Background: an optimization exercise with open tools, aiming at small area. Do not read the settings as production practice. RTL that was checked went through simulation tests only; none was proved equivalent to the original. Function not checked in run 8: the RTL went through the layout flow alone. Power is estimated from default activity; no workload was simulated.

`design.v`:
```
package riscv_pkg;
  localparam int XLEN       = 32;
  localparam int REG_ADDR_W = 5;
  localparam int NUM_REGS   = 32;
  localparam logic [REG_ADDR_W-1:0] REG_ZERO = 5'd0;
  typedef logic [XLEN-1:0]       word_t;
  typedef logic [REG_ADDR_W-1:0] reg_addr_t;
endpackage
module rf_read_port #(
  parameter int XLEN  = riscv_pkg::XLEN,
  parameter int NREGS = riscv_pkg::NUM_REGS,
  parameter int AW    = riscv_pkg::REG_ADDR_W
) (
  input  logic [AW-1:0]   addr,
  input  logic [NREGS-1:1][XLEN-1:0] regs,
  output logic [XLEN-1:0] rd
);
  logic [NREGS-1:1] sel;
  always_comb begin
    for (int i = 1; i < NREGS; i++) begin
      sel[i] = (addr == AW'(i));
    end
  end
  for (genvar b = 0; b < XLEN; b++) begin : g_bit
    logic [NREGS-1:1] col;
    for (genvar r = 1; r < NREGS; r++) begin : g_row
      assign col[r] = regs[r][b];
    end
    rf_read_bit #(.NREGS(NREGS)) u_bit (
      .sel (sel),
      .col (col),
      .rd  (rd[b])
    );
  end
endmodule
module rf_read_bit #(
  parameter int NREGS = riscv_pkg::NUM_REGS
) (
  input  logic [NREGS-1:1] sel,
  input  logic [NREGS-1:1] col,
  output logic             rd
);
  localparam int NG = (NREGS - 2) / 3;
  logic [NG-1:0] grp_n;
  for (genvar g = 0; g < NG; g++) begin : g_grp
    rf_aoi222 u_aoi (
      .s0 (sel[3*g+1]), .d0 (col[3*g+1]),
      .s1 (sel[3*g+2]), .d1 (col[3*g+2]),
      .s2 (sel[3*g+3]), .d2 (col[3*g+3]),
      .y  (grp_n[g])
    );
  end
  rf_read_or #(.NG(NG)) u_or (
    .grp_n (grp_n),
    .s     (sel[NREGS-1]),
    .d     (col[NREGS-1]),
    .rd    (rd)
  );
endmodule
module rf_aoi222 (
  input  logic s0, d0, s1, d1, s2, d2,
  output logic y
);
  assign y = ~((s0 & d0) | (s1 & d1) | (s2 & d2));
endmodule
module rf_read_or #(
  parameter int NG = 10
) (
  input  logic [NG-1:0] grp_n,
  input  logic          s,
  input  logic          d,
  output logic          rd
);
  assign rd = ~(&grp_n) | (s & d);
endmodule
module reg_file #(
  parameter int XLEN  = riscv_pkg::XLEN,
  parameter int NREGS = riscv_pkg::NUM_REGS,
  parameter int AW    = riscv_pkg::REG_ADDR_W
) (
  input  logic            clk,
  input  logic            reset,
  input  logic [AW-1:0]   A1,
  input  logic [AW-1:0]   A2,
  input  logic [AW-1:0]   A3,
  input  logic [XLEN-1:0] WD3,
  input  logic            WE3,
  output logic [XLEN-1:0] RD1,
  output logic [XLEN-1:0] RD2
);
  logic [NREGS-1:1][XLEN-1:0] regs;
  logic [XLEN-1:0]            wd_g;    
  logic [NREGS-1:1]           ld;      
  logic [NREGS-1:1]           hold;    
  assign wd_g = reset ? '0 : WD3;
  always_comb begin
    for (int i = 1; i < NREGS; i++) begin
      ld[i]   = reset | (WE3 & (A3 == AW'(i)));
      hold[i] = ~ld[i];
    end
  end
  for (genvar r = 1; r < NREGS; r++) begin : g_row
    for (genvar b = 0; b < XLEN; b++) begin : g_bit
      rf_cell u_cell (
        .clk  (clk),
        .ld   (ld[r]),
        .hold (hold[r]),
        .d    (wd_g[b]),
        .q    (regs[r][b])
      );
    end
  end
  rf_read_port #(.XLEN(XLEN), .NREGS(NREGS), .AW(AW)) u_rd1 (
    .addr  (A1),
    .regs  (regs),
    .rd    (RD1)
  );
  rf_read_port #(.XLEN(XLEN), .NREGS(NREGS), .AW(AW)) u_rd2 (
    .addr  (A2),
    .regs  (regs),
    .rd    (RD2)
  );
endmodule
module rf_cell (
  input  logic clk,
  input  logic ld,
  input  logic hold,
  input  logic d,
  output logic q
);
  always_ff @(posedge clk) begin
    q <= (ld & d) | (hold & q);
  end
endmodule
```
`run.sh`:
```
#!/bin/bash
# synth_recipe.tcl (not shown) runs the flow's synth.tcl, then flattens the netlist and writes it again
# the make line also repeats each setting of config.mk as NAME=value (left out here)
make -C /OpenROAD-flow-scripts/flow DESIGN_CONFIG=/design/flow/config.mk WORK_HOME=/design/flow/orfs CLKGATE_MAP_FILE= SYNTH_SCRIPT=/design/flow/synth_recipe.tcl finish
```
`config.mk`:
```
export PLATFORM = sky130hd
export DESIGN_NAME = reg_file
export DESIGN_NICKNAME = reg_file
export VERILOG_FILES = /design/flow/design.v
export SDC_FILE = /design/flow/constraint.sdc
export NUM_CORES = 4
export LEC_CHECK = 0
export CAP_MARGIN = 20
export CORE_MARGIN = 2
export CORE_UTILIZATION = 40
export SLEW_MARGIN = 20
export SYNTH_HIERARCHICAL = 1
```
`constraint.sdc`:
```
create_clock -name core_clock -period 8.0 [get_ports {clk}]
set_input_delay 1.6000 -clock core_clock [delete_from_list [all_inputs] [get_ports {clk}]]
set_output_delay 1.6000 -clock core_clock [all_outputs]
set_load 0.01 [all_outputs]
```
==> flow_summary_export.csv, run 1 <==
group,metric,value,unit
clock_network,cts_buffers,101,
clock_network,cts_resized,0,
synth,yosysTopAreaCell,"dfxtp_1",
timing,fin_worst_skew,0,ns
worst_setup_path,critPathLaunchType,"input port",
synth,syn_inst,3105,
die,start_util,40.2,%
grt,grt_usage,38.2,%
pwr,p_leak,0.0179,uW
timing,finalHoldViolations,0,
drt,drc,0,
timing,setup_ws,0.592,ns
timing,setup_viol,0,
synth,synth-seq-area-share,52.2,%
timing,clock.fmax,135,MHz
pwr,peakVddDrop,170,uV
final_layout,instances_no_fill,4822,
final_layout,drive_gt1_share,14.0,%
status,status,"finished clean",
drt,wl_met2,79900,um
worst_setup_path,cp_slowest_stage_delay,0.78,ns
synth,synth_cell_types,30,
drt,drt_iter0_drc,9985,
clock_network,cts_setup_buffers,0,
die,io_pins,114,
drt,dr.pass1.iters,17,
drt,antenna_left,0,
timing,setup-tns-final,0,ns
worst_setup_path,worstPathRequired,6.40,ns
drt,vias_per_cell,8.23,
worst_setup_path,path_buf_inv,3,
grt,grt_start_max_net_pins,71,
drt,num_vias,39700,
grt,grt_overflow,0,
place,place_ws,0.982,ns
place,hpwl,116000,um
place,placed_cells,4631,
timing,rsz0062_at_grt,"no",
die,die_h,312,um
min_path,hold_path_class,"flop to flop",
worst_setup_path,crit_path_end_kind,"output pin",
worst_setup_path,cp_cell_sequence,"clkdlybuf4s50_1, nand2b_1, nor2_4, buf_4, a222oi_1, nand4_1, a2111o_1, clkdlybuf4s50_1",
synth,synth-seq-cells,992,
place,portBuffers,113,
clock_network,clock_path_buffers,3,
clock_network,h-tree-depth,3,
worst_setup_path,crit_start,"A2[4]",
final_layout,multiInputGateArea,18900,um2
clock_network,clkLatencyLatePin,0.69,ns
grt,antenna_found_initial,9,
synth,syn_area,38000,um2
worst_setup_path,cp.arrival,5.81,ns
worst_setup_path,cpMaxStageDelayCell,"clkdlybuf4s50_1",
final_layout,largest_register_ffs,992,
timing,drv_slew,0,
job,drv_cap,0,
die,die_w,312,um
die,rows,113,
clock_network,cts_tree,"done",
final_layout,regArea,19900,um2
timing,finalCriticalPeriod,7.41,ns
die,dieArea,97500,um2
worst_setup_path,critical_path_class,"input port to output pin",
drt,routed_wl,197000,um
synth,yosys_warnings,9,
min_path,hold_start,"g_row[5].g_bit[11].u_cell.q",
final_layout,top_register,"g_row.g_bit.u_cell.q",
synth,synth_area_leaders,"dfxtp_1, a22o_1, a222oi_1",
synth,synth_top_area_share,52.2,%
timing,period_share,92.6,%
timing,worstMarginPinSlew,1.20,ns
clock_network,cts.clk_slew.worst_paths,0.06,ns
worst_setup_path,rrSetupSlack,7.35,ns
pwr,p_per_area,262,nW/um2
final_layout,final_nets,3522,
worst_setup_path,cp_common_cell,"clkdlybuf4s50_1",
die,core-area,94600,um2
final_layout,largest_registers,"g_row.g_bit.u_cell.q x992",
final_layout,final_util,49.2,%
synth,syn-num-nets,3155,
clock_network,ctsHoldBuffers,0,
drt,wl_met1,68800,um
drt,met3WireLength,33800,um
grt,grt_pass1_wl,275000,um
drt,routed.top_layer,"met5",
worst_setup_path,crit_fanout,14,
final_layout,nFillCells,8209,
worst_setup_path,reg2reg_from,"g_row[13].g_bit[21].u_cell.q",
place,gp_congestion,0.944,
timing,slew_headroom,19.9,%
clock_network,cts_root_buf,"clkbuf_16",
final_layout,area_growth,22.4,%
synth,syn_area_per_cell,12.2,um2
timing,timing.hold.ws,0.496,ns
grt,grt_pass1_vias,38400,
worst_setup_path,critPathTopFamily,"simple AND/OR/NAND/NOR gates",
clock_network,cts.sinks,992,
drt,wire_per_inst,40.8,um
[synthesized netlist by cell type, drive strengths merged]
master and number:
nand4 128, nor4bb 1, dfxtp 992, and4 1, nand3b 6, a22o 992, buf 21, or3b 6
nand2 66, nor2b 36, a31o 8, and4bb 2, nor2 64, a31oi 8, a2111o 64, a21o 23
clkbuf 10, nand2b 4, a222oi 640, nor4b 1, nand3 2, a21oi 23, or2 2, or3 2
and4b 3
[path summary, 6_finish.rpt]
path | cells after the start | to
setup / recovery | 8 | RD2[26]
hold / removal | 1 | g_row[5].g_bit[11].u_cell.q
setup reg to reg | 1 | g_row[13].g_bit[21].u_cell.q
hold reg to reg | 1 | g_row[5].g_bit[11].u_cell.q
[modules after synthesis (local to each module, per instance), excerpt]
| module | cells | flops+latches |
|---|---|---|
| reg_file | 133 | 0 |
| rf_aoi222 | 1 | 0 |
| rf_cell | 2 | 1 |
[cell families after synthesis]
family                 share of synthesized area (%)
DFF                                             52.2
buffers and inverters                          0.395
and+or+nand+nor                                 4.69
AOI/OAI and AO/OA                               42.7
[layer usage]
metal  track usage [%]  vias up
met3              16.0      892
met4              22.8       16
met5                 0        -
li1                  -    15300
met1              47.8    19400
met2              54.4     4045
[metrics by stage]
step / total power (uW) / area, um2
finish: 12200 / 46500
global route: 12500 / 46500
CTS: 12100 / 46500
detailed placement: 7180 / 42900
global placement: 7120 / 42900
floorplan: 6430 / 38000
[where the power goes]
part           total (uW)  switching (uW)  leakage, uW  internal (uW)
Sequential           5720             350      0.00825           5370
Clock                5040            2100      0.00174           2940
Combinational        1460             896      0.00796            563
Total               12200            3350       0.0179           8870
[cells in the final DEF (no fill, tap or decap), types with 6 or more instances in the layout]
cell type | Yosys | final
or3b_4 | 6 | 6
clkbuf_1 | 10 | 16
a222oi_1 | 640 | 640
clkdlybuf4s50_1 | 0 | 112
a21o_1 | 23 | 23
clkinv_2 | 0 | 23
buf_4 | 3 | 170
nand3b_1 | 6 | 6
a31oi_4 | 0 | 8
dfxtp_1 | 992 | 992
buf_12 | 0 | 10
nor2_4 | 0 | 51
a22o_1 | 992 | 992
a21oi_4 | 0 | 23
nand2_1 | 66 | 66
a31o_2 | 6 | 6
nand4_1 | 128 | 128
nor2_2 | 0 | 11
clkbuf_16 | 0 | 103
clkbuf_8 | 0 | 24
bufinv_16 | 0 | 11
a2111o_1 | 64 | 64
nor2b_2 | 0 | 30
[layout make-up]
class	count	share of cell area [%]
well taps	1265	3.40
multi-input cells	2082	40.6
diodes	1	0.00538
repair buffers	295	5.72
clock inverters	44	1.19
clock buffers	143	6.38
flip-flops and latches	992	42.7
==> run 2, diff against run 1 <==
==> flow/run.sh (new file) <==
#!/bin/bash
# The standard layout, with two ORFS settings added to its config.mk:
#  - clock tree synthesis without dummy loads (same clustering as config.mk)
#  - port buffers of the small buf_2 cell instead of the default delay buffer
# The full ORFS output goes to standard.log; ORFS's own step logs stay under orfs/logs.
set -euo pipefail
cat >> config.mk <<'EOT'
export CTS_ARGS = -sink_clustering_enable -repair_clock_nets -sink_clustering_size 24 -sink_clustering_max_diameter 80 -buf_list {sky130_fd_sc_hd__clkbuf_8 sky130_fd_sc_hd__clkbuf_16} -dont_use_dummy_load
export BUFFER_PORTS_ARGS = -buffer_cell sky130_fd_sc_hd__buf_2
EOT
bash standard.sh > standard.log 2>&1
==> standard.sh (new file) <==
#!/bin/bash
# synth_recipe.tcl (not shown) runs the flow's synth.tcl, then flattens the netlist and writes it again
# the make line also repeats each setting of config.mk as NAME=value (left out here)
make -C /OpenROAD-flow-scripts/flow DESIGN_CONFIG=/design/flow/config.mk WORK_HOME=/design/flow/orfs CLKGATE_MAP_FILE= SYNTH_SCRIPT=/design/flow/synth_recipe.tcl "${@:-finish}"
--- a/config.mk
+++ b/config.mk
@@ -7,6 +7,11 @@
 export LEC_CHECK = 0
-export CAP_MARGIN = 20
+export CAP_MARGIN = 5
 export CORE_MARGIN = 2
 export CORE_UTILIZATION = 40
-export SLEW_MARGIN = 20
+export CTS_BUF_LIST = sky130_fd_sc_hd__clkbuf_8 sky130_fd_sc_hd__clkbuf_16
+export CTS_CLUSTER_DIAMETER = 80
+export CTS_CLUSTER_SIZE = 24
+export SLEW_MARGIN = 5
 export SYNTH_HIERARCHICAL = 1
+export CTS_ARGS = -sink_clustering_enable -repair_clock_nets -sink_clustering_size 24 -sink_clustering_max_diameter 80 -buf_list {sky130_fd_sc_hd__clkbuf_8 sky130_fd_sc_hd__clkbuf_16} -dont_use_dummy_load
+export BUFFER_PORTS_ARGS = -buffer_cell sky130_fd_sc_hd__buf_2
removed: run.sh
==> flow_summary_export.csv, run 2 <==
group,metric,value,unit
synth,synthFlopType,"dfxtp_1",
clock_network,clkLatencyLatePin,0.67,ns
synth,synth_top_area_share,52.2,%
worst_setup_path,crit_fanout,21,
synth,syn_area,38000,um2
place,portBuffers,113,
synth,yosysTopAreaCell,"dfxtp_1",
drt,met3WireLength,33700,um
die,die_w,312,um
clock_network,cts_resized,0,
final_layout,final_nets,3427,
timing,drv_slew,30,
drt,antenna_left,0,
drt,routed_wl,194000,um
grt,grt_usage,37.6,%
die,io_pins,114,
pwr,p_leak,0.0166,uW
grt,grt_pass1_vias,37500,
synth,yosys_warnings,9,
place,dpl_cell_area,42000,um2
timing,finalCriticalPeriod,6.51,ns
synth,synth-seq-cells,992,
status,so_faults,"capacitance limit, slew limit",
timing,finalHoldViolations,0,
final_layout,largest_register_ffs,992,
worst_setup_path,critical_path_class,"input port to output pin",
timing,setup_viol,0,
timing,slew_headroom,-2.76,%
place,hpwl,110000,um
timing,rsz0062_at_grt,"no",
timing,setup_ws,1.49,ns
drt,drt_iter0_drc,9949,
drt,routed.top_layer,"met5",
clock_network,cts_setup_buffers,0,
timing,worstMarginPinSlew,1.54,ns
final_layout,mostFrequentLayoutCells,"a22o_1, dfxtp_1, a222oi_1",
pwr,peakVddDrop,159,uV
clock_network,clock_path_buffers,3,
clock_network,cts_root_buf,"clkbuf_16",
synth,syn_area_per_cell,12.2,um2
synth,synth-seq-area-share,52.2,%
synth,syn_inst,3105,
final_layout,nFillCells,8476,
min_path,hold_path_class,"flop to flop",
worst_setup_path,rr_endpoint,"g_row[31].g_bit[22].u_cell.q",
synth,synth_top_family_by_area,"compound AO/OA/AOI/OAI gates",
die,dieArea,97500,um2
status,status,"complete, but fails checks",
clock_network,cts_buffers,49,
clock_network,cts_tree,"done",
drt,dr.pass1.iters,14,
synth,synth_cell_types,30,
synth,synth_compound_gate_area_share,42.7,%
worst_setup_path,rrSetupSlack,7.32,ns
drt,num_vias,39100,
synth,syn-num-nets,3155,
timing,fin_worst_skew,0,ns
job,drv_cap,2,
min_path,whs_endpoint,"g_row[23].g_bit[9].u_cell.q",
synth,synthXorXnorAreaFrac,0,%
final_layout,finalInstanceArea,43300,um2
worst_setup_path,rr_worst_depth,1,
die,rows,113,
die,core-area,94600,um2
synth,synth_fa_ha_area_share,0,%
synth,synth_area_leaders,"dfxtp_1, a22o_1, a222oi_1",
clock_network,cts.sinks,992,
die,die_h,312,um
min_path,hold_start,"g_row[23].g_bit[9].u_cell.q",
synth,synth-simple-area-share,4.69,%
grt,grt_overflow,0,
place,place_ws,1.81,ns
place,gp_congestion,0.933,
grt,antenna_found_initial,16,
drt,vias_per_cell,8.42,
synth,synth_mux_area_share,0,%
final_layout,largest_registers,"g_row.g_bit.u_cell.q x992",
timing,period_share,81.4,%
clock_network,cts.clk_slew.worst_paths,0.09,ns
synth,synth_edf_count,0,
timing,setup-tns-final,0,ns
drt,wl_met2,78900,um
final_layout,area_growth,13.8,%
drt,drc,0,
timing,clock.fmax,154,MHz
clock_network,h-tree-depth,2,
worst_setup_path,critPathLaunchType,"input port",
synth,synth_common_cells,"a22o_1, dfxtp_1, a222oi_1",
die,start_util,40.2,%
worst_setup_path,crit_path_end_kind,"output pin",
worst_setup_path,worstPathRequired,6.40,ns
grt,grt_start_max_net_pins,50,
drt,wl_met1,66300,um
worst_setup_path,reg2reg_from,"g_row[31].g_bit[22].u_cell.q",
grt,grt_pass1_wl,271000,um
pwr,p_per_area,227,nW/um2
drt,wire_per_inst,41.7,um
synth,synthArstFlopShare,0,%
final_layout,drive_gt1_share,13.2,%
worst_setup_path,cp.arrival,4.91,ns
min_path,hold_depth,1,
clock_network,ctsHoldBuffers,0,
final_layout,top_register,"g_row.g_bit.u_cell.q",
==> run 2: changes by cell type in the layout (fill, tap and decap cells not counted), moves of 11 or more <==
cell,change
clkbuf_8,-24
clkbuf_1,-16
clkbuf_16,-54
buf_4,-33
clkdlybuf4s50_1,-112
buf_2,+112
bufinv_16,-11
clkinv_2,-23
==> run 2: cell families after synthesis <==
group | Yosys count
AO/OA/AOI/OAI | 1758
flip-flops | 992
AND/OR/NAND/NOR | 324
buffers and inverters | 31
==> run 2: report_power, final <==
| group | total [uW] | switching [uW] | internal [uW] |
|---|---|---|---|
| clock | 2750 | 1650 | 1100 |
| sequential | 5710 | 347 | 5360 |
| combinational | 1380 | 890 | 494 |
==> run 2: cell type report <==
| type | instances | area, um2 | area share, % |
|---|---|---|---|
| repair buffers | 252 | 1660 | 3.83 |
| flip-flops and latches | 992 | 19900 | 45.9 |
| clock buffers | 49 | 1230 | 2.83 |
| diodes | 8 | 20.0 | 0.0463 |
| multi-input cells | 2082 | 18900 | 43.7 |
| well taps | 1265 | 1580 | 3.66 |
==> run 2: worst max path at each step <==
stage | from | to | slack (ns) | depth (start not counted)
3_3_place_gp | A2[3] | RD2[3] | 1.81 | 8
6_report | A2[3] | RD2[4] | 1.49 | 8
2_1_floorplan | A1[4] | RD1[0] | 2.83 | 6
3_5_place_dp | A2[3] | RD2[3] | 1.81 | 8
5_1_grt | A2[3] | RD2[4] | 1.57 | 8
4_1_cts | A2[3] | RD2[3] | 1.79 | 8
==> run 2: Yosys stat by module (local to each module, per instance), excerpt <==
module,flip-flops and latches,cell area (um2)
reg_file,0,866
rf_cell,1,28.8
rf_aoi222,0,10.0
==> run 2: worst max-delay path: stages <==
cell and delay, ns:
buf_2 0.22, nand2b_1 0.76, nor2_4 0.21, buf_4 0.32, a222oi_1 0.43, nand4_1 0.62
a2111o_1 0.56, buf_2 0.16
==> run 2: per-stage QoR <==
stage	power (uW)	hold WS, ns	util, %	instances
floorplan	6430	0.460	-	3105
global placement	7050	0.472	44.4	4589
detailed placement	7110	0.477	44.4	4589
CTS	9750	0.503	45.7	4638
global route	10100	0.509	45.7	4640
finish	9840	0.502	45.7	4648
==> run 2: layer usage <==
metal  vias to the layer above  global-route usage, %
met3                       930                   17.3
li1                      15000                      -
met5                         -                   1.21
met4                        22                   23.9
met1                     19200                   45.4
met2                      3965                   53.7
==> run 3, diff against run 2 <==
--- a/config.mk
+++ b/config.mk
@@ -7,3 +7,3 @@
 export LEC_CHECK = 0
-export CAP_MARGIN = 5
+export CAP_MARGIN = 20
 export CORE_MARGIN = 2
@@ -13,3 +13,3 @@
 export CTS_CLUSTER_SIZE = 24
-export SLEW_MARGIN = 5
+export SLEW_MARGIN = 20
 export SYNTH_HIERARCHICAL = 1
==> flow_summary_export.csv, run 3 <==
group,metric,value,unit
status,status,"finished clean",
clock_network,clkLatencyLatePin,0.65,ns
timing,timing.hold.ws,0.501,ns
drt,vias_per_cell,8.44,
clock_network,cts_root_buf,"clkbuf_16",
drt,routed_wl,195000,um
synth,synth_area_leaders,"dfxtp_1, a22o_1, a222oi_1",
timing,period_share,81.0,%
place,gp_congestion,0.933,
die,die_w,312,um
grt,antenna_found_initial,18,
clock_network,cts.clk_slew.worst_paths,0.09,ns
synth,yosys_warnings,9,
final_layout,top_register,"g_row.g_bit.u_cell.q",
worst_setup_path,critPathLaunchType,"input port",
synth,synth_top_area_share,52.2,%
die,core-area,94600,um2
drt,antenna_left,0,
clock_network,ctsHoldBuffers,0,
final_layout,largest_register_ffs,992,
worst_setup_path,critical_path_class,"input port to output pin",
clock_network,cts_setup_buffers,0,
die,start_util,40.2,%
timing,drv_slew,0,
grt,grt_usage,37.7,%
die,rows,113,
synth,synthArstFlopShare,0,%
drt,num_vias,39400,
die,dieArea,97500,um2
synth,yosysTopAreaCell,"dfxtp_1",
final_layout,final_nets,3441,
synth,synthFlopType,"dfxtp_1",
grt,grt_start_max_net_pins,50,
pwr,peakVddDrop,167,uV
timing,rsz0062_at_grt,"no",
synth,synth_common_cells,"a22o_1, dfxtp_1, a222oi_1",
worst_setup_path,crit_path_end_kind,"output pin",
drt,wire_per_inst,41.8,um
die,die_h,312,um
timing,setup-tns-final,0,ns
pwr,p_leak,0.0168,uW
grt,grt_pass1_wl,272000,um
synth,syn_inst,3105,
drt,wl_met1,66900,um
job,drv_cap,0,
min_path,hold_path_class,"flop to flop",
final_layout,drive_gt1_share,13.6,%
timing,slew_headroom,10.2,%
synth,syn_area,38000,um2
timing,clock.fmax,154,MHz
drt,dr.pass1.iters,14,
worst_setup_path,cp.arrival,4.88,ns
clock_network,cts_buffers,50,
drt,routed.top_layer,"met5",
place,hpwl,112000,um
clock_network,cts_tree,"done",
final_layout,largest_registers,"g_row.g_bit.u_cell.q x992",
drt,met3WireLength,33200,um
grt,grt_overflow,0,
drt,drt_iter0_drc,10300,
synth,synth-seq-area-share,52.2,%
drt,drc,0,
die,io_pins,114,
final_layout,area_growth,14.9,%
final_layout,mostFrequentLayoutCells,"a22o_1, dfxtp_1, a222oi_1",
timing,worstMarginPinSlew,1.34,ns
worst_setup_path,crit_fanout,21,
clock_network,cts_resized,0,
drt,wl_met2,79500,um
timing,fin_worst_skew,0,ns
synth,synth_edf_count,0,
synth,syn-num-nets,3155,
clock_network,h-tree-depth,2,
timing,setup_viol,0,
clock_network,cts.sinks,992,
timing,finalHoldViolations,0,
worst_setup_path,worstPathRequired,6.40,ns
synth,synth-seq-cells,992,
grt,grt_pass1_vias,37500,
place,portBuffers,113,
pwr,power.total,9880,uW
synth,syn_area_per_cell,12.2,um2
clock_network,clock_path_buffers,3,
synth,synth_cell_types,30,
timing,finalCriticalPeriod,6.48,ns
pwr,p_per_area,226,nW/um2
run 3: cell types whose count changed in the layout (fill, tap and decap cells not counted):
| cell | change |
|---|---|
| buf_12 | +3 |
| nor2_2 | -2 |
| a31o_2 | -4 |
| diode_2 | +3 |
| nor2b_1 | -2 |
| nor2b_2 | +2 |
| buf_16 | +10 |
| a31o_4 | +4 |
| clkbuf_16 | +1 |
| nor2_4 | +2 |
run 3: per-module statistics from Yosys (local to each module, per instance), excerpt:
| module | times used | cells inside | flip-flops and latches |
|---|---|---|---|
| reg_file | 1 | 133 | 0 |
| rf_cell | 992 | 2 | 1 |
| rf_aoi222 | 640 | 1 | 0 |
run 3: area by class of cell:
type	instances	area [um2]
Antenna cell	11	27.5
Clock buffer	50	1250
Fill cell	8452	50900
Multi-Input combinational cell	2082	19000
Sequential cell	992	19900
Tap cell	1265	1580
Timing Repair Buffer	265	1990
run 3: worst paths after layout:
check                               startpoint                            to  slack (ns)  depth (start not counted)
hold / removal     g_row[5].g_bit[28].u_cell.q   g_row[5].g_bit[28].u_cell.q        0.50                          1
setup / recovery                         A2[3]                        RD2[4]        1.52                          8
setup reg to reg  g_row[31].g_bit[22].u_cell.q  g_row[31].g_bit[22].u_cell.q        7.32                          1
hold reg to reg    g_row[5].g_bit[28].u_cell.q   g_row[5].g_bit[28].u_cell.q        0.50                          1
run 3: power breakdown:
part           internal [uW]  leakage [uW]  switching [uW]
registers               5360       0.00825             348
clock network           1120      0.000616            1660
logic                    501       0.00794             893
run 3: logic make-up after synthesis:
group                  after synthesis  share of synthesized area (%)
AND/OR/NAND/NOR                    324                           4.69
buffers and inverters               31                          0.395
flip-flops                         992                           52.2
AO/OA/AOI/OAI                     1758                           42.7
run 3: per-stage QoR:
stage	cells	utilization [%]	setup WS, ns	instance area (um2)
6_report	4665	46.2	1.52	43700
5_1_grt	4654	46.2	1.52	43700
4_1_cts	4653	46.1	1.77	43600
3_5_place_dp	4603	44.8	1.80	42400
3_3_place_gp	4589	44.4	1.81	42000
2_1_floorplan	3105	-	2.83	38000
run 3: metal layers:
metal / up-vias / GRT usage [%]
met5: - / 0.435
met4: 18 / 24.1
met3: 943 / 15.4
met2: 4026 / 54.6
met1: 19300 / 46.3
li1: 15100 / -
run 3: worst max-delay path, stage by stage:
cell	delay (ns)
buf_2	0.23
nand2b_1	0.76
nor2_4	0.21
buf_4	0.32
a222oi_1	0.40
nand4_1	0.61
a2111o_1	0.56
buf_2	0.16
==> run 4, diff against run 3 <==
==> flow/run.sh (replaced) <==
#!/bin/bash
# The standard layout, with two ORFS settings added to its config.mk:
#  - clock tree synthesis without dummy loads (same clustering as config.mk)
#  - port buffers of the small buf_1 cell instead of the default delay buffer
# The full ORFS output goes to standard.log; ORFS's own step logs stay under orfs/logs.
set -euo pipefail
cat >> config.mk <<'EOT'
export CTS_ARGS = -sink_clustering_enable -repair_clock_nets -sink_clustering_size 24 -sink_clustering_max_diameter 80 -buf_list {sky130_fd_sc_hd__clkbuf_8 sky130_fd_sc_hd__clkbuf_16} -dont_use_dummy_load
export BUFFER_PORTS_ARGS = -buffer_cell sky130_fd_sc_hd__buf_1
EOT
bash standard.sh > standard.log 2>&1
--- a/config.mk
+++ b/config.mk
@@ -16,2 +16,2 @@
 export CTS_ARGS = -sink_clustering_enable -repair_clock_nets -sink_clustering_size 24 -sink_clustering_max_diameter 80 -buf_list {sky130_fd_sc_hd__clkbuf_8 sky130_fd_sc_hd__clkbuf_16} -dont_use_dummy_load
-export BUFFER_PORTS_ARGS = -buffer_cell sky130_fd_sc_hd__buf_2
+export BUFFER_PORTS_ARGS = -buffer_cell sky130_fd_sc_hd__buf_1
==> flow_summary_export.csv, run 4 <==
group,metric,value,unit
die,die_w,312,um
job,drv_cap,0,
clock_network,cts_resized,0,
synth,synth_common_cells,"a22o_1, dfxtp_1, a222oi_1",
place,portBuffers,113,
synth,synth-seq-area-share,52.2,%
worst_setup_path,cp.arrival,5.08,ns
final_layout,largest_register_ffs,992,
clock_network,cts_tree,"done",
final_layout,mostFrequentLayoutCells,"a22o_1, dfxtp_1, a222oi_1",
timing,setup_viol,0,
final_layout,final_nets,3398,
drt,routed_wl,186000,um
grt,grt_overflow,0,
timing,fin_worst_skew,0,ns
final_layout,regArea,19900,um2
synth,synth_top_area_share,52.2,%
pwr,p_per_area,226,nW/um2
synth,synthFlopType,"dfxtp_1",
synth,synth_edf_count,0,
timing,slew_headroom,15.7,%
clock_network,h-tree-depth,2,
drt,dr.pass1.iters,14,
final_layout,final_util,45.8,%
clock_network,cts_buffers,49,
clock_network,ctsHoldBuffers,0,
place,gp_congestion,0.939,
status,status,"finished clean",
synth,yosysTopAreaCell,"dfxtp_1",
timing,setup-tns-final,0,ns
final_layout,top_register,"g_row.g_bit.u_cell.q",
timing,finalHoldViolations,0,
pwr,power.total,9810,uW
die,die_h,312,um
synth,syn_area_per_cell,12.2,um2
grt,grt_start_max_net_pins,40,
synth,syn-num-nets,3155,
drt,vias_per_cell,8.15,
clock_network,clock_path_buffers,3,
drt,drt_iter0_drc,9457,
grt,grt_usage,35.9,%
die,rows,113,
timing,drv_slew,0,
synth,syn_inst,3105,
drt,wire_per_inst,40.2,um
worst_setup_path,critPathLaunchType,"input port",
pwr,peakVddDrop,160,uV
worst_setup_path,crit_fanout,32,
die,dieArea,97500,um2
final_layout,nFillCells,8588,
drt,num_vias,37600,
synth,syn_area,38000,um2
grt,antenna_found_initial,20,
die,io_pins,114,
timing,worstMarginPinSlew,1.26,ns
grt,grt_pass1_vias,33700,
timing,rsz0062_at_grt,"no",
synth,synth_cell_types,30,
synth,synth_area_leaders,"dfxtp_1, a22o_1, a222oi_1",
final_layout,drive_gt1_share,9.12,%
timing,clock.fmax,150,MHz
worst_setup_path,critical_path_class,"input port to output pin",
grt,grt_pass1_wl,258000,um
synth,synth-seq-cells,992,
min_path,hold_path_class,"flop to flop",
drt,drc,0,
die,core-area,94600,um2
synth,synthArstFlopShare,0,%
pwr,p_leak,0.0163,uW
die,start_util,40.2,%
clock_network,cts.clk_slew.worst_paths,0.05,ns
clock_network,cts_root_buf,"clkbuf_16",
timing,period_share,83.5,%
clock_network,clkLatencyLatePin,0.62,ns
final_layout,multiInputGateArea,19000,um2
synth,yosys_warnings,9,
final_layout,largest_registers,"g_row.g_bit.u_cell.q x992",
final_layout,area_growth,14.0,%
final_layout,finalInstanceArea,43300,um2
clock_network,cts.sinks,992,
clock_network,cts_setup_buffers,0,
place,dpl_cell_area,41800,um2
place,hpwl,107000,um
worst_setup_path,worstPathRequired,6.40,ns
worst_setup_path,crit_path_end_kind,"output pin",
timing,finalCriticalPeriod,6.68,ns
drt,antenna_left,0,
run 4: logic make-up after synthesis:
family	count (synthesis)	synth area share, %
compound gates	1758	42.7
buf+inv	31	0.395
flops	992	52.2
simple gates	324	4.69
run 4: metrics by stage:
step	hold WS [ns]	setup WS [ns]	cells
after floorplan	0.460	2.83	3105
after global placement	0.472	1.82	4542
after detailed placement	0.475	1.84	4552
after CTS	0.504	1.83	4601
after global routing	0.518	1.37	4616
final	0.497	1.32	4618
run 4: cell type report:
cell class / instances / area share, %
antenna: 7 / 0.0404
clock buffer: 49 / 2.83
multi-input combinational: 2082 / 43.9
sequential: 992 / 45.8
tap: 1265 / 3.65
timing repair buffer: 223 / 3.74
run 4: per-layer routing:
layer,global-route usage (%),routed length (um)
met5,0.387,193
met4,19.8,12600
met3,12.4,27800
met2,50.5,75000
met1,47.8,70300
run 4: per-module statistics from Yosys (local to each module, per instance), a selection:
module / area [um2] / flops+latches / copies in the design / cells
reg_file: 866 / 0 / 1 / 133
rf_cell: 28.8 / 1 / 992 / 2
rf_aoi222: 10.0 / 0 / 640 / 1
run 4: worst paths after layout:
| check | end | cells after the start | from | slack (ns) |
|---|---|---|---|---|
| min reg2reg | g_row[24].g_bit[28].u_cell.q | 1 | g_row[24].g_bit[28].u_cell.q | 0.50 |
| min | g_row[24].g_bit[28].u_cell.q | 1 | g_row[24].g_bit[28].u_cell.q | 0.50 |
| max | RD1[25] | 7 | A1[3] | 1.32 |
| max reg2reg | g_row[26].g_bit[21].u_cell.q | 1 | g_row[26].g_bit[21].u_cell.q | 7.31 |
run 4: power breakdown:
part           leakage [uW]  internal (uW)  switching, uW
Combinational       0.00741            485            868
Clock              0.000604           1100           1650
Sequential          0.00825           5360            349
run 4: worst max-delay path: stages:
cell and delay [ns]:
buf_1 0.24, nand2b_1 0.76, nor2_4 0.42, a222oi_1 0.44, nand4_1 0.78, a2111o_1 0.67, buf_1 0.15
==> run 5, diff against run 4 <==
--- a/config.mk
+++ b/config.mk
@@ -7,3 +7,3 @@
 export LEC_CHECK = 0
-export CAP_MARGIN = 20
+export CAP_MARGIN = 16
 export CORE_MARGIN = 2
@@ -13,3 +13,3 @@
 export CTS_CLUSTER_SIZE = 24
-export SLEW_MARGIN = 20
+export SLEW_MARGIN = 16
 export SYNTH_HIERARCHICAL = 1
==> flow_summary_export.csv, run 5 <==
group,metric,value,unit
worst_setup_path,worstPathRequired,6.40,ns
synth,synth_common_cells,"a22o_1, dfxtp_1, a222oi_1",
clock_network,cts_root_buf,"clkbuf_16",
worst_setup_path,crit_fanout,22,
timing,finalHoldViolations,0,
die,die_w,312,um
final_layout,final_util,45.5,%
die,core-area,94600,um2
drt,vias_per_cell,8.16,
timing,fin_worst_skew,0,ns
synth,yosysTopAreaCell,"dfxtp_1",
drt,drt_iter0_drc,10000,
clock_network,clkLatencyLatePin,0.63,ns
worst_setup_path,critPathLaunchType,"input port",
pwr,power.total,9790,uW
timing,period_share,83.2,%
final_layout,largest_register_ffs,992,
timing,setup-tns-final,0,ns
timing,drv_slew,0,
grt,grt_pass1_wl,258000,um
clock_network,cts.clk_slew.worst_paths,0.05,ns
pwr,power_frac_seq,58.3,%
timing,setup_viol,0,
final_layout,largest_registers,"g_row.g_bit.u_cell.q x992",
die,die_h,312,um
place,gp_congestion,0.939,
timing,slew_headroom,9.72,%
pwr,p_leak,0.0161,uW
synth,syn_area,38000,um2
synth,synthArstFlopShare,0,%
final_layout,top_register,"g_row.g_bit.u_cell.q",
die,rows,113,
place,place_ws,1.82,ns
synth,yosys_warnings,9,
grt,antenna_found_initial,21,
clock_network,h-tree-depth,2,
worst_setup_path,critical_path_class,"input port to output pin",
synth,synthFlopType,"dfxtp_1",
synth,syn_inst,3105,
timing,rsz0062_at_grt,"no",
pwr,p_int,6930,uW
drt,antenna_left,0,
worst_setup_path,cp.arrival,5.05,ns
drt,drc,0,
final_layout,area_growth,13.1,%
min_path,hold_path_class,"flop to flop",
final_layout,drive_gt1_share,8.73,%
pwr,p_sw_share,29.2,%
clock_network,ctsHoldBuffers,0,
grt,grt_pass1_vias,33600,
grt,grt_usage,35.8,%
synth,synth_edf_count,0,
status,status,"finished clean",
drt,dr.pass1.iters,15,
clock_network,clock_path_buffers,3,
clock_network,cts_resized,0,
synth,syn_area_per_cell,12.2,um2
synth,synth_cell_types,30,
clock_network,cts.sinks,992,
pwr,peakVddDrop,172,uV
final_layout,final_nets,3385,
drt,num_vias,37600,
clock_network,cts_setup_buffers,0,
timing,setup_ws,1.35,ns
die,dieArea,97500,um2
die,start_util,40.2,%
timing,clock.fmax,150,MHz
synth,synth-seq-cells,992,
job,drv_cap,0,
place,portBuffers,113,
synth,syn-num-nets,3155,
drt,wire_per_inst,40.3,um
die,io_pins,114,
pwr,p_comb_share,13.7,%
timing,finalCriticalPeriod,6.65,ns
clock_network,cts_buffers,49,
timing,worstMarginPinSlew,1.35,ns
final_layout,nFillCells,8607,
final_layout,mostFrequentLayoutCells,"a22o_1, dfxtp_1, a222oi_1",
grt,grt_start_max_net_pins,40,
synth,synth-seq-area-share,52.2,%
pwr,p_per_area,228,nW/um2
drt,routed_wl,186000,um
pwr,p_clk_share,28.0,%
grt,grt_overflow,0,
synth,synth_area_leaders,"dfxtp_1, a22o_1, a222oi_1",
place,hpwl,105000,um
pwr,p_switching,2860,uW
worst_setup_path,crit_path_end_kind,"output pin",
synth,synth_top_area_share,52.2,%
worst_setup_path,rrSetupSlack,7.30,ns
clock_network,cts_tree,"done",
## run 5: per-module statistics from Yosys, one instance, submodules excluded, excerpt
module | flip-flops and latches | cell area, um2
reg_file | 0 | 866
rf_aoi222 | 0 | 10.0
rf_cell | 1 | 28.8
## run 5: metal layers
layer / part of all wire (%) / GRT usage, %
met2: 40 / 50.0
met4: 6.9 / 20.3
met5: 0.076 / 0.0967
met1: 38 / 48.4
met3: 15 / 11.7
## run 5: logic make-up after synthesis
logic type             Yosys count  share of synthesized area [%]
AOI/OAI and AO/OA             1758                           42.7
DFF                            992                           52.2
and+or+nand+nor                324                           4.69
buffers and inverters           31                          0.395
## run 5: power by group through the flow
stage,Combinational [uW],Clock (uW),Sequential (uW)
after detailed placement,1280,0,5790
final,1340,2740,5710
after floorplan,730,0,5700
after CTS,1280,2730,5690
after global routing,1370,2900,5750
after global placement,1260,0,5790
## run 5: cell type report
type / instances / area [um2] / area share [%]
Sequential cell: 992 / 19900 / 46.2
Multi-Input combinational cell: 2082 / 19000 / 44.2
Antenna cell: 8 / 20.0 / 0.0466
Timing Repair Buffer: 210 / 1290 / 3.00
Clock buffer: 49 / 1230 / 2.85
Tap cell: 1265 / 1580 / 3.68
## run 5: final timing paths
| check | start | end | depth (start not counted) |
|---|---|---|---|
| max | A2[4] | RD2[3] | 8 |
| max reg2reg | g_row[26].g_bit[21].u_cell.q | g_row[26].g_bit[21].u_cell.q | 1 |
| min | g_row[2].g_bit[28].u_cell.q | g_row[2].g_bit[28].u_cell.q | 1 |
| min reg2reg | g_row[2].g_bit[28].u_cell.q | g_row[2].g_bit[28].u_cell.q | 1 |
## run 5: worst max-delay path: stages
cell and delay [ns]:
buf_1 0.18, nand2_1 0.61, nor2_4 0.35, buf_4 0.32, a222oi_1 0.40, nand4_1 0.78
a2111o_1 0.66, buf_1 0.14
## run 5: stage by stage
stage | hold slack [ns] | area [um2] | instances
after detailed placement | 0.475 | 41600 | 4545
after CTS | 0.501 | 42900 | 4594
final | 0.497 | 43000 | 4606
after floorplan | 0.460 | 38000 | 3105
after global placement | 0.472 | 41600 | 4542
after global routing | 0.516 | 43000 | 4603
==> run 6, diff against run 5 <==
--- a/config.mk
+++ b/config.mk
@@ -13,2 +13,3 @@
 export CTS_CLUSTER_SIZE = 24
+export PLACE_DENSITY = 0.7
 export SLEW_MARGIN = 16
==> flow_summary_export.csv, run 6 <==
group,metric,value,unit
status,status,"finished clean",
synth,synth-seq-cells,992,
timing,rsz0062_at_grt,"no",
worst_setup_path,crit_path_end_kind,"output pin",
drt,routed_wl,181000,um
synth,synthArstFlopShare,0,%
grt,grt_pass1_vias,35600,
die,rows,113,
worst_setup_path,reg2reg_from,"g_row[2].g_bit[5].u_cell.q",
place,placed_cells,4577,
synth,syn-num-nets,3155,
grt,grt_pass1_wl,254000,um
place,gp_congestion,0.926,
grt,antenna_found_initial,7,
final_layout,mostFrequentLayoutCells,"a22o_1, dfxtp_1, a222oi_1",
synth,syn_area,38000,um2
drt,num_vias,38400,
die,dieArea,97500,um2
drt,vias_per_cell,8.28,
synth,synth_edf_count,0,
clock_network,cts_buffers,50,
place,hpwl,98500,um
drt,antenna_left,0,
synth,syn_area_per_cell,12.2,um2
worst_setup_path,rrSetupSlack,7.24,ns
worst_setup_path,cp.arrival,5.04,ns
final_layout,final_util,45.6,%
clock_network,cts.sinks,992,
synth,synth_cell_types,30,
timing,setup_viol,0,
clock_network,ctsHoldBuffers,0,
timing,slew_headroom,6.77,%
pwr,peakVddDrop,168,uV
pwr,p_leak,0.0162,uW
clock_network,cts_tree,"done",
timing,finalHoldViolations,0,
synth,synth_common_cells,"a22o_1, dfxtp_1, a222oi_1",
clock_network,h-tree-depth,2,
worst_setup_path,crit_fanout,32,
final_layout,largest_registers,"g_row.g_bit.u_cell.q x992",
die,core-area,94600,um2
synth,synthFlopType,"dfxtp_1",
synth,yosys_warnings,9,
timing,finalCriticalPeriod,6.64,ns
grt,grt_overflow,0,
timing,fin_worst_skew,0,ns
grt,grt_usage,34.9,%
min_path,hold_start,"g_row[8].g_bit[20].u_cell.q",
drt,wire_per_inst,39.0,um
synth,synth_area_leaders,"dfxtp_1, a22o_1, a222oi_1",
die,die_w,312,um
timing,clock.fmax,151,MHz
final_layout,top_register,"g_row.g_bit.u_cell.q",
drt,dr.pass1.iters,15,
timing,worstMarginPinSlew,1.40,ns
drt,drc,0,
final_layout,nFillCells,8590,
clock_network,cts_root_buf,"clkbuf_16",
final_layout,final_nets,3418,
worst_setup_path,critical_path_class,"input port to output pin",
timing,setup-tns-final,0,ns
place,portBuffers,113,
clock_network,clkLatencyLatePin,0.66,ns
die,die_h,312,um
job,drv_cap,0,
final_layout,instances_no_fill,4637,
worst_setup_path,critPathLaunchType,"input port",
clock_network,cts.clk_slew.worst_paths,0.07,ns
clock_network,cts_resized,0,
synth,yosysTopAreaCell,"dfxtp_1",
clock_network,cts_setup_buffers,0,
timing,drv_slew,0,
grt,grt_start_max_net_pins,45,
final_layout,area_growth,13.4,%
min_path,hold_path_class,"flop to flop",
worst_setup_path,crit_start,"A2[3]",
die,io_pins,114,
synth,synth-seq-area-share,52.2,%
synth,syn_inst,3105,
timing,period_share,83.0,%
worst_setup_path,worstPathRequired,6.40,ns
drt,drt_iter0_drc,10300,
final_layout,largest_register_ffs,992,
final_layout,drive_gt1_share,9.63,%
clock_network,clock_path_buffers,3,
die,start_util,40.2,%
pwr,p_per_area,227,nW/um2
synth,synth_top_area_share,52.2,%
==> run 6: worst max-delay path, stage by stage <==
cell,delay [ns]
buf_1,0.12
nand2b_1,0.70
nor2_4,0.45
a222oi_1,0.50
nand4_1,0.82
a2111o_1,0.63
buf_1,0.15
==> run 6: where the power goes <==
part	switching (uW)	leakage [uW]	internal [uW]
Sequential	344	0.00825	5360
Clock	1620	0.000616	1120
Combinational	856	0.00735	478
==> run 6: modules after synthesis, one instance, submodules excluded, excerpt <==
module / area [um2] / copies in the design
rf_aoi222: 10.0 / 640
reg_file: 866 / 1
rf_cell: 28.8 / 992
==> run 6: final cells by class <==
class	count	area [um2]	share of cell area [%]
Tap cell	1265	1580	3.67
Clock buffer	50	1250	2.90
Antenna cell	6	15.0	0.0348
Timing Repair Buffer	242	1470	3.41
Multi-Input combinational cell	2082	18900	43.9
Sequential cell	992	19900	46.1
==> run 6: logic make-up after synthesis <==
group	count (synthesis)	synth area share (%)
and+or+nand+nor	324	4.69
AOI/OAI and AO/OA	1758	42.7
buffers and inverters	31	0.395
DFF	992	52.2
==> run 6: stage by stage <==
stage	hold WS (ns)	instance area, um2	power (uW)	worst slack (ns)
floorplan	0.460	38000	6430	2.83
global placement	0.472	41700	7010	2.04
detailed placement	0.475	41700	7040	2.00
CTS	0.501	43000	9650	1.98
global route	0.515	43100	9990	1.35
finish	0.502	43100	9770	1.36
==> run 6: worst paths after layout <==
| path | endpoint | depth (start not counted) |
|---|---|---|
| worst max-delay path | RD2[22] | 7 |
| worst min-delay path | g_row[8].g_bit[20].u_cell.q | 1 |
| worst max register to register | g_row[2].g_bit[5].u_cell.q | 1 |
| worst min register to register | g_row[8].g_bit[20].u_cell.q | 1 |
==> run 6: per-layer routing <==
metal	track usage [%]	vias up	share of wire, %
li1	-	15000	-
met1	43.7	18600	35
met4	23.7	16	8.1
met2	48.5	3874	39
met5	1.31	-	0.13
met3	14.7	901	17
==> run 7, diff against run 6 <==
--- a/design.v
+++ b/design.v
@@ -95,5 +95,15 @@
   assign wd_g = reset ? '0 : WD3;
+  localparam int LW = AW / 2;           
+  localparam int HW = AW - LW;          
+  logic [(1<<HW)-1:0] wr_hi;
+  logic [(1<<LW)-1:0] wr_lo;
   always_comb begin
+    for (int k = 0; k < (1 << HW); k++) begin
+      wr_hi[k] = reset | (WE3 & (A3[AW-1:LW] == HW'(k)));
+    end
+    for (int j = 0; j < (1 << LW); j++) begin
+      wr_lo[j] = reset | (A3[LW-1:0] == LW'(j));
+    end
     for (int i = 1; i < NREGS; i++) begin
-      ld[i]   = reset | (WE3 & (A3 == AW'(i)));
+      ld[i]   = wr_hi[i >> LW] & wr_lo[i & ((1 << LW) - 1)];
       hold[i] = ~ld[i];
--- a/config.mk
+++ b/config.mk
@@ -13,3 +13,2 @@
 export CTS_CLUSTER_SIZE = 24
-export PLACE_DENSITY = 0.7
 export SLEW_MARGIN = 16
==> flow_summary_export.csv, run 7 <==
group,metric,value,unit
synth,synthArstFlopShare,0,%
die,rows,113,
timing,setup_viol,0,
pwr,p_int,7130,uW
clock_network,clkLatencyLatePin,0.66,ns
die,die_w,312,um
clock_network,cts_root_buf,"clkbuf_16",
grt,grt_overflow,0,
synth,syn_area_per_cell,12.3,um2
pwr,peakVddDrop,238,uV
worst_setup_path,worstPathRequired,6.40,ns
pwr,p_leak,0.0163,uW
timing,finalHoldViolations,0,
final_layout,top_register,"g_row.g_bit.u_cell.q",
final_layout,largest_register_ffs,992,
place,portBuffers,113,
clock_network,cts.sinks,992,
timing,worstMarginPinSlew,1.42,ns
timing,period_share,80.1,%
synth,synthFlopType,"dfxtp_1",
drt,antenna_left,0,
drt,vias_per_cell,8.27,
synth,synth_area_leaders,"dfxtp_1, a22o_1, a222oi_1",
timing,clock.fmax,156,MHz
final_layout,largest_registers,"g_row.g_bit.u_cell.q x992",
synth,synth-seq-area-share,52.3,%
timing,setup-tns-final,0,ns
synth,synth_cell_types,30,
final_layout,mostFrequentLayoutCells,"a22o_1, dfxtp_1, a222oi_1",
clock_network,cts_resized,0,
synth,syn_inst,3100,
synth,synth_edf_count,0,
die,core-area,94600,um2
place,hpwl,113000,um
clock_network,cts_tree,"done",
synth,yosys_warnings,9,
pwr,p_sw_share,29.9,%
drt,routed_wl,191000,um
clock_network,cts_buffers,51,
drt,drt_iter0_drc,10500,
die,start_util,40.2,%
drt,num_vias,38300,
grt,grt_usage,37.0,%
final_layout,final_nets,3418,
synth,synth_common_cells,"a22o_1, dfxtp_1, a222oi_1",
pwr,power_frac_seq,57.9,%
worst_setup_path,critical_path_class,"input port to output pin",
timing,finalCriticalPeriod,6.40,ns
grt,grt_start_max_net_pins,36,
grt,grt_pass1_vias,34100,
drt,met3WireLength,31200,um
drt,wl_met1,67800,um
worst_setup_path,critPathLaunchType,"input port",
pwr,power.total,10200,uW
drt,dr.pass1.iters,15,
grt,antenna_found_initial,14,
die,io_pins,114,
worst_setup_path,crit_fanout,32,
pwr,p_clk_share,27.3,%
clock_network,ctsHoldBuffers,0,
place,gp_congestion,0.957,
drt,wl_met2,78000,um
timing,rsz0062_at_grt,"no",
worst_setup_path,crit_path_end_kind,"output pin",
drt,wire_per_inst,41.1,um
final_layout,drive_gt1_share,10.0,%
clock_network,cts_setup_buffers,0,
synth,synth-seq-cells,992,
final_layout,area_growth,13.4,%
pwr,p_per_area,236,nW/um2
synth,synth_top_area_share,52.3,%
drt,drc,0,
synth,syn_area,38000,um2
timing,fin_worst_skew,0,ns
pwr,p_comb_share,14.8,%
min_path,hold_path_class,"flop to flop",
pwr,p_switching,3040,uW
status,status,"finished clean",
clock_network,cts.clk_slew.worst_paths,0.05,ns
clock_network,clock_path_buffers,3,
job,drv_cap,0,
worst_setup_path,cp.arrival,4.80,ns
synth,syn-num-nets,3150,
synth,yosysTopAreaCell,"dfxtp_1",
grt,grt_pass1_wl,265000,um
timing,drv_slew,0,
drt,routed.top_layer,"met5",
timing,slew_headroom,5.12,%
die,dieArea,97400,um2
die,die_h,312,um
clock_network,h-tree-depth,2,
run 7: cell families (layout without fill, tap and decap cells):
| logic type | Yosys count | count (layout) | share of synthesized area [%] |
|---|---|---|---|
| other | 0 | 5 | 0 |
| and+or+nand+nor | 323 | 323 | 4.68 |
| buffers and inverters | 28 | 294 | 0.362 |
| AOI/OAI and AO/OA | 1757 | 1757 | 42.7 |
| DFF | 992 | 992 | 52.3 |
run 7: path summary, 6_finish.rpt:
path,from,to,slack (ns),cells past startpoint
max,A2[3],RD2[30],1.60,7
min,g_row[2].g_bit[6].u_cell.q,g_row[2].g_bit[6].u_cell.q,0.50,1
max reg2reg,g_row[30].g_bit[11].u_cell.q,g_row[30].g_bit[11].u_cell.q,7.19,1
min reg2reg,g_row[2].g_bit[6].u_cell.q,g_row[2].g_bit[6].u_cell.q,0.50,1
run 7: cell type report:
class / instances / area, um2
repair buffers: 243 / 1460
clock buffers: 51 / 1280
multi-input cells: 2080 / 18900
flip-flops and latches: 992 / 19900
fillers: 8615 / 51500
diodes: 5 / 12.5
well taps: 1265 / 1580
run 7: worst max-delay path, cell delays in order:
cell and delay (ns):
buf_1 0.23, nand2b_1 0.72, nor2_4 0.40, a222oi_1 0.54, nand4_1 0.52, a2111o_1 0.61
buf_1 0.17
run 7: modules after synthesis (local to each module, per instance), excerpt:
module     flip-flops and latches  cells
reg_file                        0    128
rf_cell                         1      2
rf_aoi222                       0      1
run 7: through the flow:
step                util [%]  instance area (um2)  setup slack [ns]  hold slack [ns]  instances
global placement        44.1                41700              1.85            0.473       4577
finish                  45.5                43100              1.60            0.498       4636
floorplan                  -                38000              2.83            0.460       3100
CTS                     45.5                43000              1.80            0.497       4629
global route            45.5                43100              1.59            0.513       4632
detailed placement      44.1                41700              1.81            0.477       4578
run 7: power by group through the flow:
stage / Clock (uW) / Sequential (uW) / Combinational, uW
floorplan: 0 / 5840 / 825
global placement: 0 / 5960 / 1410
detailed placement: 0 / 5960 / 1430
CTS: 2780 / 5850 / 1440
global route: 2950 / 5940 / 1530
finish: 2780 / 5890 / 1500
run 7: per-layer routing:
| layer | global-route usage [%] | vias up |
|---|---|---|
| met5 | 0 | - |
| met4 | 18.1 | 22 |
| met3 | 13.5 | 792 |
| met2 | 54.2 | 3758 |
| met1 | 47.9 | 18800 |
| li1 | - | 15000 |
==> run 8, diff against run 7 <==
==> design.v (replaced) <==
package riscv_pkg;
  localparam int XLEN       = 32;
  localparam int REG_ADDR_W = 5;
  localparam int NUM_REGS   = 32;
  localparam logic [REG_ADDR_W-1:0] REG_ZERO = 5'd0;
  typedef logic [XLEN-1:0]       word_t;
  typedef logic [REG_ADDR_W-1:0] reg_addr_t;
endpackage
module rf_read_port #(
  parameter int XLEN  = riscv_pkg::XLEN,
  parameter int NREGS = riscv_pkg::NUM_REGS,
  parameter int AW    = riscv_pkg::REG_ADDR_W
) (
  input  logic            reset,
  input  logic [AW-1:0]   addr,
  input  logic [NREGS-1:1][XLEN-1:0] regs,
  input  logic            we,
  input  logic [AW-1:0]   wa,
  input  logic [XLEN-1:0] wd,
  output logic [XLEN-1:0] rd
);
  always_comb begin
    rd = '0;
    if (addr != '0) begin
      rd = regs[addr];
    end
  end
  logic unused_bypass;
  assign unused_bypass = &{1'b0, reset, we, wa, wd};
endmodule
module reg_file #(
  parameter int XLEN  = riscv_pkg::XLEN,
  parameter int NREGS = riscv_pkg::NUM_REGS,
  parameter int AW    = riscv_pkg::REG_ADDR_W
) (
  input  logic            clk,
  input  logic            reset,
  input  logic [AW-1:0]   A1,
  input  logic [AW-1:0]   A2,
  input  logic [AW-1:0]   A3,
  input  logic [XLEN-1:0] WD3,
  input  logic            WE3,
  output logic [XLEN-1:0] RD1,
  output logic [XLEN-1:0] RD2
);
  logic [NREGS-1:1][XLEN-1:0] regs;
  always_ff @(posedge clk) begin
    if (reset) begin
      for (int i = 1; i < NREGS; i++) begin
        regs[i] <= '0;
      end
    end else if (WE3 && (A3 != '0)) begin
      regs[A3] <= WD3;
    end
  end
  rf_read_port #(.XLEN(XLEN), .NREGS(NREGS), .AW(AW)) u_rd1 (
    .reset (reset),
    .addr  (A1),
    .regs  (regs),
    .we    (WE3),
    .wa    (A3),
    .wd    (WD3),
    .rd    (RD1)
  );
  rf_read_port #(.XLEN(XLEN), .NREGS(NREGS), .AW(AW)) u_rd2 (
    .reset (reset),
    .addr  (A2),
    .regs  (regs),
    .we    (WE3),
    .wa    (A3),
    .wd    (WD3),
    .rd    (RD2)
  );
endmodule
==> run.sh (new file) <==
#!/bin/bash
# synth_recipe.tcl (not shown) runs the flow's synth.tcl, then flattens the netlist and writes it again
# the make line also repeats each setting of config.mk as NAME=value (left out here)
make -C /OpenROAD-flow-scripts/flow DESIGN_CONFIG=/design/flow/config.mk WORK_HOME=/design/flow/orfs CLKGATE_MAP_FILE= SYNTH_SCRIPT=/design/flow/synth_recipe.tcl finish
==> config.mk (replaced) <==
export PLATFORM = sky130hd
export DESIGN_NAME = reg_file
export DESIGN_NICKNAME = reg_file
export VERILOG_FILES = /design/flow/design.v
export SDC_FILE = /design/flow/constraint.sdc
export NUM_CORES = 4
export LEC_CHECK = 0
export CAP_MARGIN = 20
export CORE_MARGIN = 2
export CORE_UTILIZATION = 40
export SLEW_MARGIN = 20
removed: flow/run.sh
removed: standard.sh
==> flow_summary_export.csv, run 8 <==
group,metric,value,unit
status,status,"finished clean",
die,rows,137,
final_layout,instances_no_fill,6946,
timing,clock.fmax,136,MHz
clock_network,ctsHoldBuffers,0,
grt,globalRouteMet3Util,3.89,%
grt,grt_pass1_vias,41000,
clock_network,cts_resized,0,
grt,top_usage_layer,"met2",
timing,slew_headroom,21.1,%
synth,synthFlopType,"dfxtp_1",
grt,grt_start_max_net_pins,223,
worst_setup_path,cp_common_cell,"buf_4",
drt,vias_per_cell,5.92,
grt,grt_pass1_wl,277000,um
worst_setup_path,critPathTopFamily,"buffers and inverters",
die,die_h,379,um
synth,yosys_warnings,2,
synth,syn-num-nets,5196,
worst_setup_path,cpMaxStageDelayCell,"a211oi_1",
final_layout,finalInstanceArea,62700,um2
synth,yosysTopAreaCell,"dfxtp_1",
final_layout,largest_registers,"regs x992",
worst_setup_path,worstPathRequired,6.40,ns
timing,rsz0062_at_grt,"no",
die,dieArea,143000,um2
worst_setup_path,cp_cell_sequence,"clkdlybuf4s50_1, inv_1, ha_2, buf_4, xnor2_2, buf_4, buf_4, nand2_1, a21oi_1, nor3_1, a211oi_1, clkdlybuf4s50_1",
pwr,p_sw_share,27.1,%
worst_setup_path,cp.arrival,5.74,ns
drt,wire_per_inst,26.9,um
clock_network,clock_path_buffers,3,
clock_network,cts_tree,"done",
timing,setup_viol,0,
place,portBuffers,113,
pwr,p_per_area,188,nW/um2
timing,finalHoldViolations,0,
pwr,p_comb_share,13.1,%
timing,finalCriticalPeriod,7.34,ns
pwr,power_frac_seq,42.3,%
synth,synth-seq-area-share,35.3,%
synth,synth_top_area_share,35.3,%
drt,routed_wl,187000,um
die,core-area,140000,um2
grt,grt_overflow,0,
synth,synth_edf_count,0,
die,start_util,40.3,%
worst_setup_path,critical_path_class,"input port to output pin",
synth,synth_common_cells,"mux2i_1, nand2b_1, dfxtp_1",
synth,synthArstFlopShare,0,%
synth,synth_area_leaders,"dfxtp_1, mux2i_1, mux4_2",
worst_setup_path,crit_path_end_kind,"output pin",
final_layout,drive_gt1_share,18.4,%
clock_network,cts_setup_buffers,0,
place,dpl_cell_area,58900,um2
pwr,peakVddDrop,158,uV
pwr,p_clk_share,44.6,%
drt,drt_iter0_drc,3994,
pwr,p_switching,3200,uW
drt,dr.pass1.iters,6,
die,io_pins,114,
place,gp_congestion,0.887,
pwr,p_leak,0.0275,uW
synth,syn_area_per_cell,10.9,um2
drt,drc,0,
synth,yosys.cell_count.top_type,"mux2i_1",
timing,worstMarginPinSlew,1.18,ns
final_layout,area_growth,11.5,%
final_layout,largest_register_ffs,992,
worst_setup_path,crit_fanout,26,
timing,fin_worst_skew,0,ns
synth,synth_cell_types,67,
timing,period_share,91.8,%
place,hpwl,109000,um
drt,antenna_left,0,
timing,setup-tns-final,0,ns
die,die_w,379,um
final_layout,final_common_cell,"mux2i_1",
clock_network,cts.sinks,992,
clock_network,clkLatencyLatePin,0.74,ns
clock_network,cts_root_buf,"clkbuf_16",
final_layout,final_nets,5042,
worst_setup_path,cp_slowest_stage_delay,0.73,ns
job,drv_cap,0,
drt,num_vias,41100,
clock_network,cts_buffers,109,
grt,antenna_found_initial,1,
grt,use_met2,41.0,%
place,placed_cells,6744,
min_path,hold_path_class,"flop to flop",
timing,drv_slew,0,
pwr,power.total,11800,uW
clock_network,h-tree-depth,3,
final_layout,top_register,"regs",
grt,grt_usage,25.7,%
pwr,p_int,8610,uW
synth,synth-seq-cells,992,
final_layout,n_antenna_cell,0,
synth,syn_area,56200,um2
clock_network,cts.clk_slew.worst_paths,0.06,ns
worst_setup_path,critPathLaunchType,"input port",
final_layout,mostFrequentLayoutCells,"mux2i_1, nand2b_1, dfxtp_1",
worst_setup_path,path_buf_inv,6,
synth,syn_inst,5133,
grt,grt_use_met1,35.1,%
run 8: per-stage QoR:
stage	setup WS, ns	utilization [%]	hold slack (ns)
6_report	0.656	44.9	0.485
2_1_floorplan	1.49	-	0.458
3_3_place_gp	0.763	42.2	0.468
5_1_grt	0.592	44.9	0.505
3_5_place_dp	0.700	42.2	0.474
4_1_cts	0.696	44.9	0.488
run 8: routing by layer:
| layer | wire (um) | up-vias |
|---|---|---|
| li1 | - | 18300 |
| met1 | 82400 | 21200 |
| met2 | 86500 | 1401 |
| met3 | 11700 | 312 |
| met4 | 6490 | 2 |
| met5 | 13 | - |
run 8: kinds of logic after synthesis:
logic type               synth area share (%)
multiplexers                             37.8
AND/OR/NAND/NOR                          14.5
flip-flops                               35.3
buffers and inverters                    5.07
AO/OA/AOI/OAI                            6.82
adder cells (fa/ha/maj)                 0.290
XOR/XNOR                                0.198
run 8: final cells by class:
type	instances	area [um2]
fill	13000	76900
multi-input combinational	3530	33700
sequential	992	19900
clock buffer	168	3240
timing repair buffer	275	2720
tap	1876	2350
clock inverter	34	497
inverter	71	267
run 8: power by group through the flow:
stage                     registers (uW)  clock network, uW  logic, uW
after floorplan                     5100                  0        929
after global placement              5100                  0       1520
after CTS                           5000               5340       1530
after global routing                5000               5540       1600
after detailed placement            5100                  0       1520
final                               5000               5260       1550
run 8: worst reg2reg max path, cell delays in order (launching register included):
cell      delay, ns
dfxtp_1        0.41
nand2b_1       0.08
mux2i_1        0.13
run 8: final timing paths:
check / startpoint / to / slack, ns / cells after the start
worst max-delay path: A2[1] / RD2[14] / 0.66 / 12
worst min-delay path: regs[681] / regs[681] / 0.49 / 2
worst min register to register: regs[681] / regs[681] / 0.49 / 2
worst max register to register: regs[873] / regs[873] / 7.32 / 2

==> port drivers added, routing unchanged <==
Ports are ideal in the flow. The routed layouts listed here were re-timed in OpenROAD.
Step 1 (the two cells are an assumption about what drives the block):
set clk [get_ports {clk}]
set_driving_cell -lib_cell sky130_fd_sc_hd__clkbuf_16 $clk
set_driving_cell -lib_cell sky130_fd_sc_hd__buf_2 [delete_from_list [all_inputs] $clk]
Step 2 moves the port delays by t, midway between the first and last clock arrival at a register: inputs arrive t later, outputs are due t later. That takes back most of the time a late clock gives input paths.
Slacks: no drivers / after step 1 / after step 2; pairs: no drivers / after step 1.
run | shift t [ns] | slack for setup (ns) | worst setup path at the end | worst register clock-pin slew, ns
run 1 | 0.752 | 0.592 / 0.562 / 0.562 | input to output | 0.07 / 0.07
run 2 | 0.709 | 1.490 / 1.456 / 1.456 | input to output | 0.10 / 0.10
run 3 | 0.709 | 1.523 / 1.488 / 1.488 | input to output | 0.11 / 0.11
run 4 | 0.713 | 1.321 / 1.288 / 1.288 | input to output | 0.10 / 0.10
run 5 | 0.718 | 1.347 / 1.308 / 1.308 | input to output | 0.10 / 0.10
run 6 | 0.700 | 1.362 / 1.238 / 1.238 | input to output | 0.10 / 0.10
run 7 | 0.705 | 1.596 / 1.553 / 1.553 | input to output | 0.11 / 0.11
run 8 | 0.820 | 0.656 / 0.539 / 0.539 | input to output | 0.07 / 0.07
The setup slack of run 6, which loses most, moves by -0.124 ns with the drivers and by -0.124 ns with both steps.
